Context: an optimization exercise on an open-source flow, tuned for small area and a short achievable clock period. The choices shown serve that exercise and are no tape-out recipe. In this exercise RTL edits were held to simulation tests only and were not proved equivalent to the original. Power and IR drop assume default switching activity.

[run.sh]
#!/bin/bash
# synth_recipe.tcl (not shown) runs the flow's synth.tcl, then flattens the netlist and writes it again
# the make line also repeats each setting of config.mk as NAME=value (left out here)
make -C /OpenROAD-flow-scripts/flow DESIGN_CONFIG=/design/flow/config.mk WORK_HOME=/design/flow/orfs CLKGATE_MAP_FILE= SYNTH_SCRIPT=/design/flow/synth_recipe.tcl finish
[config.mk]
export PLATFORM = sky130hd
export DESIGN_NAME = idExStage
export DESIGN_NICKNAME = idExStage
export VERILOG_FILES = /design/flow/design.v
export SDC_FILE = /design/flow/constraint.sdc
export NUM_CORES = 4
export LEC_CHECK = 0
export CAP_MARGIN = 20
export CORE_MARGIN = 2
export CORE_UTILIZATION = 40
export SLEW_MARGIN = 20
[constraint.sdc]
create_clock -name core_clock -period 8.0 [get_ports {clk}]
set_input_delay 1.6000 -clock core_clock [delete_from_list [all_inputs] [get_ports {clk}]]
set_output_delay 1.6000 -clock core_clock [all_outputs]
set_load 0.01 [all_outputs]
[design.v]
package rv_pkg;
    typedef enum logic [6:0] {
        opLui    = 7'b0110111,
        opAuipc  = 7'b0010111,
        opJal    = 7'b1101111,
        opJalr   = 7'b1100111,
        opBranch = 7'b1100011,
        opLoad   = 7'b0000011,
        opStore  = 7'b0100011,
        opOpImm  = 7'b0010011,
        opOp     = 7'b0110011
    } opcodeE;
    typedef enum logic [3:0] {
        aluNone    = 4'd0,
        aluAdd     = 4'd1,
        aluSub     = 4'd2,
        aluSll     = 4'd3,
        aluSlt     = 4'd4,
        aluSltu    = 4'd5,
        aluXor     = 4'd6,
        aluSrl     = 4'd7,
        aluSra     = 4'd8,
        aluOr      = 4'd9,
        aluAnd     = 4'd10,
        aluPassImm = 4'd11,  
        aluLink    = 4'd12,  
        aluAuipc   = 4'd13   
    } aluOpE;
    typedef enum logic [3:0] {
        brNone = 4'd0,
        brJal  = 4'd1,
        brJalr = 4'd2,
        brBeq  = 4'd3,
        brBne  = 4'd4,
        brBlt  = 4'd5,
        brBge  = 4'd6,
        brBltu = 4'd7,
        brBgeu = 4'd8
    } branchOpE;
    typedef enum logic [3:0] {
        memNone = 4'd0,
        memLb   = 4'd1,
        memLh   = 4'd2,
        memLw   = 4'd3,
        memLbu  = 4'd4,
        memLhu  = 4'd5,
        memSb   = 4'd6,
        memSh   = 4'd7,
        memSw   = 4'd8
    } memOpE;
endpackage
`timescale 1ns/1ns
module instDecoder (
    input  logic [32-1:0]      inst,
    output logic [5-1:0] rd,
    output logic [32-1:0]      imm,
    output rv_pkg::aluOpE            aluOp,
    output logic                     aluUseImm,
    output rv_pkg::branchOpE         branchOp,
    output rv_pkg::memOpE            memOp,
    output logic                     rdWriteEn
);
    rv_pkg::opcodeE     opcode;
    logic [2:0]         funct3;
    logic [6:0]         funct7;
    logic [32-1:0] immI, immS, immB, immU, immJ;
    assign opcode = rv_pkg::opcodeE'(inst[6:0]);
    assign funct3 = inst[14:12];
    assign funct7 = inst[31:25];
    assign rd     = inst[11:7];
    assign immI = {{20{inst[31]}}, inst[31:20]};
    assign immS = {{20{inst[31]}}, inst[31:25], inst[11:7]};
    assign immB = {{19{inst[31]}}, inst[31], inst[7], inst[30:25], inst[11:8], 1'b0};
    assign immU = {inst[31:12], 12'b0};
    assign immJ = {{11{inst[31]}}, inst[31], inst[19:12], inst[20], inst[30:21], 1'b0};
    always_comb begin
        imm       = '0;
        aluOp     = rv_pkg::aluNone;
        aluUseImm = 1'b0;
        branchOp  = rv_pkg::brNone;
        memOp     = rv_pkg::memNone;
        rdWriteEn = 1'b0;
        case (opcode)
            rv_pkg::opLui: begin
                imm       = immU;
                aluOp     = rv_pkg::aluPassImm;
                aluUseImm = 1'b1;
                rdWriteEn = 1'b1;
            end
            rv_pkg::opAuipc: begin
                imm       = immU;
                aluOp     = rv_pkg::aluAuipc;
                aluUseImm = 1'b1;
                rdWriteEn = 1'b1;
            end
            rv_pkg::opJal: begin
                imm       = immJ;
                aluOp     = rv_pkg::aluLink;
                branchOp  = rv_pkg::brJal;
                rdWriteEn = 1'b1;
            end
            rv_pkg::opJalr: begin
                imm = immI;
                if (funct3 == 3'b000) begin
                    aluOp     = rv_pkg::aluLink;
                    branchOp  = rv_pkg::brJalr;
                    rdWriteEn = 1'b1;
                end
            end
            rv_pkg::opBranch: begin
                imm = immB;
                case (funct3)
                    3'b000:  branchOp = rv_pkg::brBeq;
                    3'b001:  branchOp = rv_pkg::brBne;
                    3'b100:  branchOp = rv_pkg::brBlt;
                    3'b101:  branchOp = rv_pkg::brBge;
                    3'b110:  branchOp = rv_pkg::brBltu;
                    3'b111:  branchOp = rv_pkg::brBgeu;
                    default: branchOp = rv_pkg::brNone;
                endcase
            end
            rv_pkg::opLoad: begin
                imm = immI;
                case (funct3)
                    3'b000:  memOp = rv_pkg::memLb;
                    3'b001:  memOp = rv_pkg::memLh;
                    3'b010:  memOp = rv_pkg::memLw;
                    3'b100:  memOp = rv_pkg::memLbu;
                    3'b101:  memOp = rv_pkg::memLhu;
                    default: memOp = rv_pkg::memNone;
                endcase
                rdWriteEn = (memOp != rv_pkg::memNone);
            end
            rv_pkg::opStore: begin
                imm = immS;
                case (funct3)
                    3'b000:  memOp = rv_pkg::memSb;
                    3'b001:  memOp = rv_pkg::memSh;
                    3'b010:  memOp = rv_pkg::memSw;
                    default: memOp = rv_pkg::memNone;
                endcase
            end
            rv_pkg::opOpImm: begin
                imm       = immI;
                aluUseImm = 1'b1;
                case (funct3)
                    3'b000: aluOp = rv_pkg::aluAdd;
                    3'b010: aluOp = rv_pkg::aluSlt;
                    3'b011: aluOp = rv_pkg::aluSltu;
                    3'b100: aluOp = rv_pkg::aluXor;
                    3'b110: aluOp = rv_pkg::aluOr;
                    3'b111: aluOp = rv_pkg::aluAnd;
                    3'b001: aluOp = (funct7 == 7'h00) ? rv_pkg::aluSll : rv_pkg::aluNone;
                    default: begin  
                        if (funct7 == 7'h00) begin
                            aluOp = rv_pkg::aluSrl;
                        end else if (funct7 == 7'h20) begin
                            aluOp = rv_pkg::aluSra;
                        end
                    end
                endcase
                aluUseImm = (aluOp != rv_pkg::aluNone);
                rdWriteEn = (aluOp != rv_pkg::aluNone);
            end
            rv_pkg::opOp: begin
                case ({funct7, funct3})
                    10'b0000000_000: aluOp = rv_pkg::aluAdd;
                    10'b0100000_000: aluOp = rv_pkg::aluSub;
                    10'b0000000_001: aluOp = rv_pkg::aluSll;
                    10'b0000000_010: aluOp = rv_pkg::aluSlt;
                    10'b0000000_011: aluOp = rv_pkg::aluSltu;
                    10'b0000000_100: aluOp = rv_pkg::aluXor;
                    10'b0000000_101: aluOp = rv_pkg::aluSrl;
                    10'b0100000_101: aluOp = rv_pkg::aluSra;
                    10'b0000000_110: aluOp = rv_pkg::aluOr;
                    10'b0000000_111: aluOp = rv_pkg::aluAnd;
                    default:         aluOp = rv_pkg::aluNone;  
                endcase
                rdWriteEn = (aluOp != rv_pkg::aluNone);
            end
            default: begin
                imm = '0;  
            end
        endcase
    end
endmodule
`timescale 1ns/1ns
module branchUnit (
    input  logic [32-1:0] pc,
    input  logic [32-1:0] rs1Data,
    input  logic [32-1:0] rs2Data,
    input  logic [32-1:0] imm,
    input  rv_pkg::branchOpE    branchOp,
    output logic                jumpEn,
    output logic [32-1:0] jumpAddr
);
    logic [32-1:0] pcTarget;
    logic [32-1:0] regTarget;
    logic                isEqual;
    logic                ltSigned;
    logic                ltUnsigned;
    assign pcTarget   = pc + imm;
    assign regTarget  = (rs1Data + imm) & {{(32-1){1'b1}}, 1'b0};  
    assign isEqual    = (rs1Data == rs2Data);
    assign ltSigned   = ($signed(rs1Data) < $signed(rs2Data));
    assign ltUnsigned = (rs1Data < rs2Data);
    always_comb begin
        jumpEn   = 1'b0;
        jumpAddr = pcTarget;
        case (branchOp)
            rv_pkg::brJal: begin
                jumpEn = 1'b1;
            end
            rv_pkg::brJalr: begin
                jumpEn   = 1'b1;
                jumpAddr = regTarget;
            end
            rv_pkg::brBeq: begin
                jumpEn = isEqual;
            end
            rv_pkg::brBne: begin
                jumpEn = ~isEqual;
            end
            rv_pkg::brBlt: begin
                jumpEn = ltSigned;
            end
            rv_pkg::brBge: begin
                jumpEn = ~ltSigned;
            end
            rv_pkg::brBltu: begin
                jumpEn = ltUnsigned;
            end
            rv_pkg::brBgeu: begin
                jumpEn = ~ltUnsigned;
            end
            default: begin
                jumpAddr = '0;  
            end
        endcase
    end
endmodule
`timescale 1ns/1ns
module intAlu (
    input  logic [32-1:0] pc,
    input  logic [32-1:0] rs1Data,
    input  logic [32-1:0] rs2Data,
    input  logic [32-1:0] imm,
    input  rv_pkg::aluOpE       aluOp,
    input  logic                aluUseImm,
    output logic [32-1:0] aluResult
);
    logic [32-1:0] operandB;
    logic [4:0]          shamt;
    logic                ltSigned;
    logic                ltUnsigned;
    assign operandB   = aluUseImm ? imm : rs2Data;
    assign shamt      = operandB[4:0];  
    assign ltSigned   = ($signed(rs1Data) < $signed(operandB));
    assign ltUnsigned = (rs1Data < operandB);
    always_comb begin
        case (aluOp)
            rv_pkg::aluAdd: begin
                aluResult = rs1Data + operandB;
            end
            rv_pkg::aluSub: begin
                aluResult = rs1Data - operandB;
            end
            rv_pkg::aluSll: begin
                aluResult = rs1Data << shamt;
            end
            rv_pkg::aluSlt: begin
                aluResult = {{(32-1){1'b0}}, ltSigned};
            end
            rv_pkg::aluSltu: begin
                aluResult = {{(32-1){1'b0}}, ltUnsigned};
            end
            rv_pkg::aluXor: begin
                aluResult = rs1Data ^ operandB;
            end
            rv_pkg::aluSrl: begin
                aluResult = rs1Data >> shamt;
            end
            rv_pkg::aluSra: begin
                aluResult = $unsigned($signed(rs1Data) >>> shamt);
            end
            rv_pkg::aluOr: begin
                aluResult = rs1Data | operandB;
            end
            rv_pkg::aluAnd: begin
                aluResult = rs1Data & operandB;
            end
            rv_pkg::aluPassImm: begin
                aluResult = operandB;  
            end
            rv_pkg::aluLink: begin
                aluResult = pc + 32'(4);
            end
            rv_pkg::aluAuipc: begin
                aluResult = pc + operandB;
            end
            default: begin
                aluResult = '0;
            end
        endcase
    end
endmodule
`timescale 1ns/1ns
module loadStoreUnit (
    input  logic [32-1:0] rs1Data,
    input  logic [32-1:0] rs2Data,
    input  logic [32-1:0] imm,
    input  logic [32-1:0] busReadData,
    input  rv_pkg::memOpE       memOp,
    output logic [32-1:0] busAddr,
    output logic                busWriteEn,
    output logic [32-1:0] busWriteData,
    output logic                loadEn,
    output logic [32-1:0] loadData
);
    logic [2-1:0] lane;
    logic [7:0]            laneByte;
    logic [15:0]           laneHalf;
    assign busAddr = (memOp == rv_pkg::memNone) ? '0 : rs1Data + imm;
    assign lane    = busAddr[2-1:0];
    always_comb begin
        case (lane)
            2'd0:    laneByte = busReadData[7:0];
            2'd1:    laneByte = busReadData[15:8];
            2'd2:    laneByte = busReadData[23:16];
            default: laneByte = busReadData[31:24];
        endcase
        laneHalf = (lane == 2'd0) ? busReadData[15:0] : busReadData[31:16];
    end
    always_comb begin
        busWriteEn   = 1'b1;
        busWriteData = busReadData;
        case (memOp)
            rv_pkg::memSb: begin
                case (lane)
                    2'd0:    busWriteData[7:0]   = rs2Data[7:0];
                    2'd1:    busWriteData[15:8]  = rs2Data[7:0];
                    2'd2:    busWriteData[23:16] = rs2Data[7:0];
                    default: busWriteData[31:24] = rs2Data[7:0];
                endcase
            end
            rv_pkg::memSh: begin
                if (lane == 2'd0) begin
                    busWriteData[15:0] = rs2Data[15:0];
                end else begin
                    busWriteData[31:16] = rs2Data[15:0];  
                end
            end
            rv_pkg::memSw: begin
                busWriteData = rs2Data;
            end
            default: begin
                busWriteEn   = 1'b0;
                busWriteData = '0;
            end
        endcase
    end
    always_comb begin
        loadEn = 1'b1;
        case (memOp)
            rv_pkg::memLb:  loadData = {{(32-8){laneByte[7]}}, laneByte};
            rv_pkg::memLh:  loadData = {{(32-16){laneHalf[15]}}, laneHalf};
            rv_pkg::memLw:  loadData = busReadData;
            rv_pkg::memLbu: loadData = {{(32-8){1'b0}}, laneByte};
            rv_pkg::memLhu: loadData = {{(32-16){1'b0}}, laneHalf};
            default: begin
                loadEn   = 1'b0;
                loadData = '0;
            end
        endcase
    end
endmodule
`timescale 1ns/1ns
module idExStage (
    input  logic                     clk,
    input  logic                     reset,
    input  logic                     inValid,
    output logic                     inReady,
    input  logic [32-1:0]      pc,
    input  logic [32-1:0]      inst,
    input  logic [32-1:0]      rs1Data,
    input  logic [32-1:0]      rs2Data,
    input  logic [32-1:0]      busReadData,
    output logic                     outValid,
    input  logic                     outReady,
    output logic                     rdWriteEn,
    output logic [5-1:0] rd,
    output logic [32-1:0]      rdData,
    output logic                     jumpEn,
    output logic [32-1:0]      jumpAddr,
    output logic                     busWriteEn,
    output logic [32-1:0]      busAddr,
    output logic [32-1:0]      busWriteData
);
    logic [5-1:0] decRd;
    logic [32-1:0]      imm;
    rv_pkg::aluOpE            aluOp;
    logic                     aluUseImm;
    rv_pkg::branchOpE         branchOp;
    rv_pkg::memOpE            memOp;
    logic                     decRdWriteEn;
    logic                     nextJumpEn;
    logic [32-1:0]      nextJumpAddr;
    logic [32-1:0]      aluResult;
    logic [32-1:0]      nextBusAddr;
    logic                     nextBusWriteEn;
    logic [32-1:0]      nextBusWriteData;
    logic                     loadEn;
    logic [32-1:0]      loadData;
    logic [32-1:0]      nextRdData;
    logic                     accept;
    assign inReady = ~outValid | outReady;  
    assign accept  = inValid & inReady;
    instDecoder u_instDecoder (
        .inst      (inst),
        .rd        (decRd),
        .imm       (imm),
        .aluOp     (aluOp),
        .aluUseImm (aluUseImm),
        .branchOp  (branchOp),
        .memOp     (memOp),
        .rdWriteEn (decRdWriteEn)
    );
    branchUnit u_branchUnit (
        .pc       (pc),
        .rs1Data  (rs1Data),
        .rs2Data  (rs2Data),
        .imm      (imm),
        .branchOp (branchOp),
        .jumpEn   (nextJumpEn),
        .jumpAddr (nextJumpAddr)
    );
    intAlu u_intAlu (
        .pc        (pc),
        .rs1Data   (rs1Data),
        .rs2Data   (rs2Data),
        .imm       (imm),
        .aluOp     (aluOp),
        .aluUseImm (aluUseImm),
        .aluResult (aluResult)
    );
    loadStoreUnit u_loadStoreUnit (
        .rs1Data      (rs1Data),
        .rs2Data      (rs2Data),
        .imm          (imm),
        .busReadData  (busReadData),
        .memOp        (memOp),
        .busAddr      (nextBusAddr),
        .busWriteEn   (nextBusWriteEn),
        .busWriteData (nextBusWriteData),
        .loadEn       (loadEn),
        .loadData     (loadData)
    );
    assign nextRdData = loadEn ? loadData : aluResult;
    always_ff @(posedge clk) begin
        if (reset) begin
            outValid     <= 1'b0;
            rdWriteEn    <= 1'b0;
            rd           <= '0;
            rdData       <= '0;
            jumpEn       <= 1'b0;
            jumpAddr     <= '0;
            busWriteEn   <= 1'b0;
            busAddr      <= '0;
            busWriteData <= '0;
        end else if (accept) begin
            outValid     <= 1'b1;
            rdWriteEn    <= decRdWriteEn;
            rd           <= decRd;
            rdData       <= nextRdData;
            jumpEn       <= nextJumpEn;
            jumpAddr     <= nextJumpAddr;
            busWriteEn   <= nextBusWriteEn;
            busAddr      <= nextBusAddr;
            busWriteData <= nextBusWriteData;
        end else if (outReady) begin
            outValid <= 1'b0;  
        end
    end
endmodule
==> flow_summary.json <==
{
  "status": "no timing/DRC/antenna violations",
  "yosysSeqAreaShare_pct": 12.6,
  "p_total_mw": 3.00,
  "fin_area_mm2": 0.0261,
  "cts_hold_buffers": 0,
  "overflow": 0,
  "crit_path_start_kind": "input port",
  "r2r_slack_ns": 3.85,
  "routedWlPerCell_um": 31.1,
  "initial_core_util_pct": 40.4,
  "synth_most_common_cell": "nor2_1",
  "num_rows": 85,
  "worstReg2RegEnd": "rdData[22]",
  "intPower_mw": 1.66,
  "grt_max_degree": 81,
  "worstSetupPathType": "in -> reg",
  "cts-root-buf": "clkbuf_16",
  "synth_commonest_cells": "367 x nor2_1, 274 x nand2_1, 236 x a21oi_1",
  "dieHeight_um": 237,
  "cpPeakStageDelay_ns": 1.13,
  "setup_tns_ns": 0,
  "drc": 0,
  "p_seq_share_pct": 24.0,
  "synthCells": 3045,
  "final_nets": 3669,
  "nFillCells": 5359,
  "cp.required_ns": 8.40,
  "wl_um": 124000,
  "grt_setup_unrepaired": "false",
  "reg2regPathDepth": 10,
  "die_area_mm2": 0.0561,
  "synth-edff-count": 0,
  "p_switching_mw": 1.34,
  "cp_slowest_cell": "a2111oi_0",
  "finalHoldViolCount": 0,
  "postCtsResizedCells": 0,
  "synth_cell_types": 111,
  "cts_tree": "built",
  "yosysTopAreaCell": "ha_1",
  "viasPerCell": 6.85,
  "cts.sinks": 137,
  "grt.total_usage_pct": 42.7,
  "async_flop_share_pct": 0,
  "cts_buffer_depth": 2,
  "avgSynthCellArea_um2": 7.12,
  "syn-num-nets": 3439,
  "cpMostUsedCell": "o21ai_0",
  "grt_pass1_wl_um": 178000,
  "rr_startpoint": "outValid",
  "drv_cap": 0,
  "min-delay-start": "rd[1]",
  "ant_nets": 0,
  "p_leak_nw": 10.9,
  "ys_ff_latch": 137,
  "antenna_found_initial": 6,
  "tightest_slew_ns": 1.34,
  "drive_gt1_share_pct": 7.27,
  "synth.area.top_cells": "ha_1 13%, dfxtp_1 13%, nor2_1 6.4%",
  "dpl_cell_area_mm2": 0.0254,
  "final_core_util_pct": 48.6,
  "peakVddDrop_mv": 0.169,
  "crit_chain": "clkdlybuf4s50_1 -> and3b_1 -> o211a_1 -> nor2_2 -> inv_1 -> ha_1 -> fa_1 -> buf_4 -> nor2_1 -> o21ai_0 -> a21oi_1 -> nand2b_1 -> nor2_1 -> o21ai_0 -> a2111oi_0 -> o21ai_0 -> a211o_1 -> o31a_1",
  "synth_top_area_share_pct": 13.0,
  "setup_viol": 0,
  "yosys_warnings": 5,
  "power_frac_comb_pct": 45.0,
  "arrival_ns": 7.82,
  "hold_path_end": "rd[1]",
  "critical_path.top_delay_family": "compound AO/OA/AOI/OAI gates",
  "ioPinCount": 302,
  "period_share_pct": 92.7,
  "dp_hpwl_um": 98900,
  "path_clk_slew_ns": 0.07,
  "hold_class": "reg -> reg",
  "min_path_cells": 2,
  "syn2layout_area_growth_pct": 20.2,
  "worstPathMaxFanout": 18,
  "min_period_ns": 7.42,
  "place.gp.congestion": 1.08,
  "first_iter_violations": 4340,
  "fmax_mhz": 135,
  "synth_area_mm2": 0.0217,
  "vias": 27300,
  "postCtsSetupBuffers": 0,
  "pwr-share-clk_pct": 31.0,
  "first_pass_iters": 8,
  "relSlewSlack_pct": 8.24,
  "clock-skew-final_ns": 0.0131,
  "synthFlopType": "dfxtp_1",
  "first_global_vias": 25700,
  "switching_share_pct": 44.6,
  "power_density_mw_per_mm2": 115,
  "finalMaxSlewViolations": 0,
  "crit_buf_inv": 3,
  "clock_latency_ns": 0.52,
  "core_area_mm2": 0.0537,
  "portBuffers": 301,
  "cts_buffers": 17,
  "ctsHtreeMaxLevel": 4,
  "cp-end-kind": "flip-flop",
  "die_w_um": 237
}
## registers in the layout, indices dropped and copies added (netlist names)
name          count
busAddr          32
busWriteData     32
busWriteEn        1
jumpAddr         32
jumpEn            1
outValid          1
rd                5
rdData           32
rdWriteEn         1
## layout make-up
class                   count  area (µm²)  share of cell area, %
diodes                      1        2.50                0.00960
flip-flops and latches    137        2740                   10.5
clock inverters            15         201                  0.772
well taps                 696         871                   3.34
clock buffers              17         425                   1.63
multi-input cells        2584       17600                   67.6
inverters                 150         566                   2.17
repair buffers            385        3650                   14.0
## routing by layer
metal / global-route usage (%) / vias up / share of wire [%]
met5: 0 / - / 0.041
met4: 28.0 / 8 / 7.4
met3: 8.93 / 420 / 11
met2: 64.0 / 1999 / 42
met1: 55.5 / 13000 / 40
li1: - / 11900 / -
## worst max path at each step
stage,slack [ns],end,from,depth (start not counted)
finish,0.58,rdData[22],inst[3],18
global route,0.48,rdData[27],inst[3],17
CTS,0.91,rdData[30],inst[3],18
detailed placement,0.35,rdData[30],inst[3],18
global placement,0.27,rdData[27],inst[3],17
floorplan,1.71,rdData[27],inst[12],24
## worst reg2reg max path: stages (launching register included)
cell       delay, ns
dfxtp_1         0.31
nand2b_1        0.17
and2_4          0.58
o31a_1          0.33
nand2b_1        0.36
nor2_1          0.22
o21ai_0         0.11
a2111oi_0       1.13
o21ai_0         0.23
a211o_1         0.30
o31a_1          0.27
## through the flow
step	std cells	setup WS, ns	hold slack [ns]
after global routing	3984	0.484	0.483
after detailed placement	3952	0.349	0.450
after floorplan	3045	1.71	0.476
final	3985	0.581	0.457
after CTS	3984	0.910	0.463
after global placement	3952	0.269	0.445
## cell families (layout without fill, tap and decap cells)
group / Yosys count / count (layout) / synth area share [%]
AO/OA/AOI/OAI: 1052 / 1052 / 33.7
AND/OR/NAND/NOR: 1045 / 1045 / 22.4
buffers and inverters: 324 / 567 / 6.42
adder cells (fa/ha/maj): 230 / 230 / 13.4
flip-flops: 137 / 137 / 12.6
XOR/XNOR: 131 / 131 / 5.29
multiplexers: 126 / 126 / 6.16
other: 0 / 1 / 0
## layout by cell type, fill, tap and decap left out, drive strengths merged, types with 31 or more instances in the layout
| cell | n |
|---|---|
| a211oi | 36 |
| a21o | 67 |
| a21oi | 237 |
| a221oi | 57 |
| a22oi | 74 |
| buf | 85 |
| clkdlybuf4s50 | 300 |
| dfxtp | 137 |
| ha | 226 |
| inv | 159 |
| mux2 | 41 |
| mux2i | 85 |
| nand2 | 278 |
| nand3 | 106 |
| nand4 | 31 |
| nor2 | 374 |
| nor3 | 96 |
| o211ai | 32 |
| o21a | 37 |
| o21ai | 188 |
| o221ai | 37 |
| o22ai | 35 |
| xnor2 | 80 |
| xor2 | 51 |
## power by group through the flow
stage | sequential [mW] | clock, mW | combinational (mW)
floorplan | 0.742 | 0 | 0.737
global placement | 0.737 | 0 | 1.27
detailed placement | 0.737 | 0 | 1.28
CTS | 0.722 | 0.937 | 1.29
global route | 0.723 | 0.955 | 1.41
finish | 0.721 | 0.930 | 1.35

## afterwards: timing with drivers on the ports
How much do the figures lean on ideal ports? The routed layout below was timed once more, with nothing changed but the port constraints. Step 1 (the two cells are an assumption about what drives the block):
set clk [get_ports {clk}]
set_driving_cell -lib_cell sky130_fd_sc_hd__clkbuf_16 $clk
set_driving_cell -lib_cell sky130_fd_sc_hd__buf_2 [delete_from_list [all_inputs] $clk]
Step 2 times the ports against the registers' clock, not the clock port: input delays grow and output delays shrink by t, the midpoint of the rising clock arrivals with the driver on. a / b / c = no drivers / after step 1 / after step 2; a / b = the first two.
shift t [ns]: 0.574
setup slack, ns: 0.581 / 0.601 / 0.027
hold WS [ns]: 0.457 / 0.457 / 0.457
worst slew at a driven data input, ns: 0.08
cell pins on the clock port's net: 1
After both steps setup and hold are still met in this run. For this run, drivers alone change the setup slack by +0.020 ns; drivers and shift together by -0.554 ns.
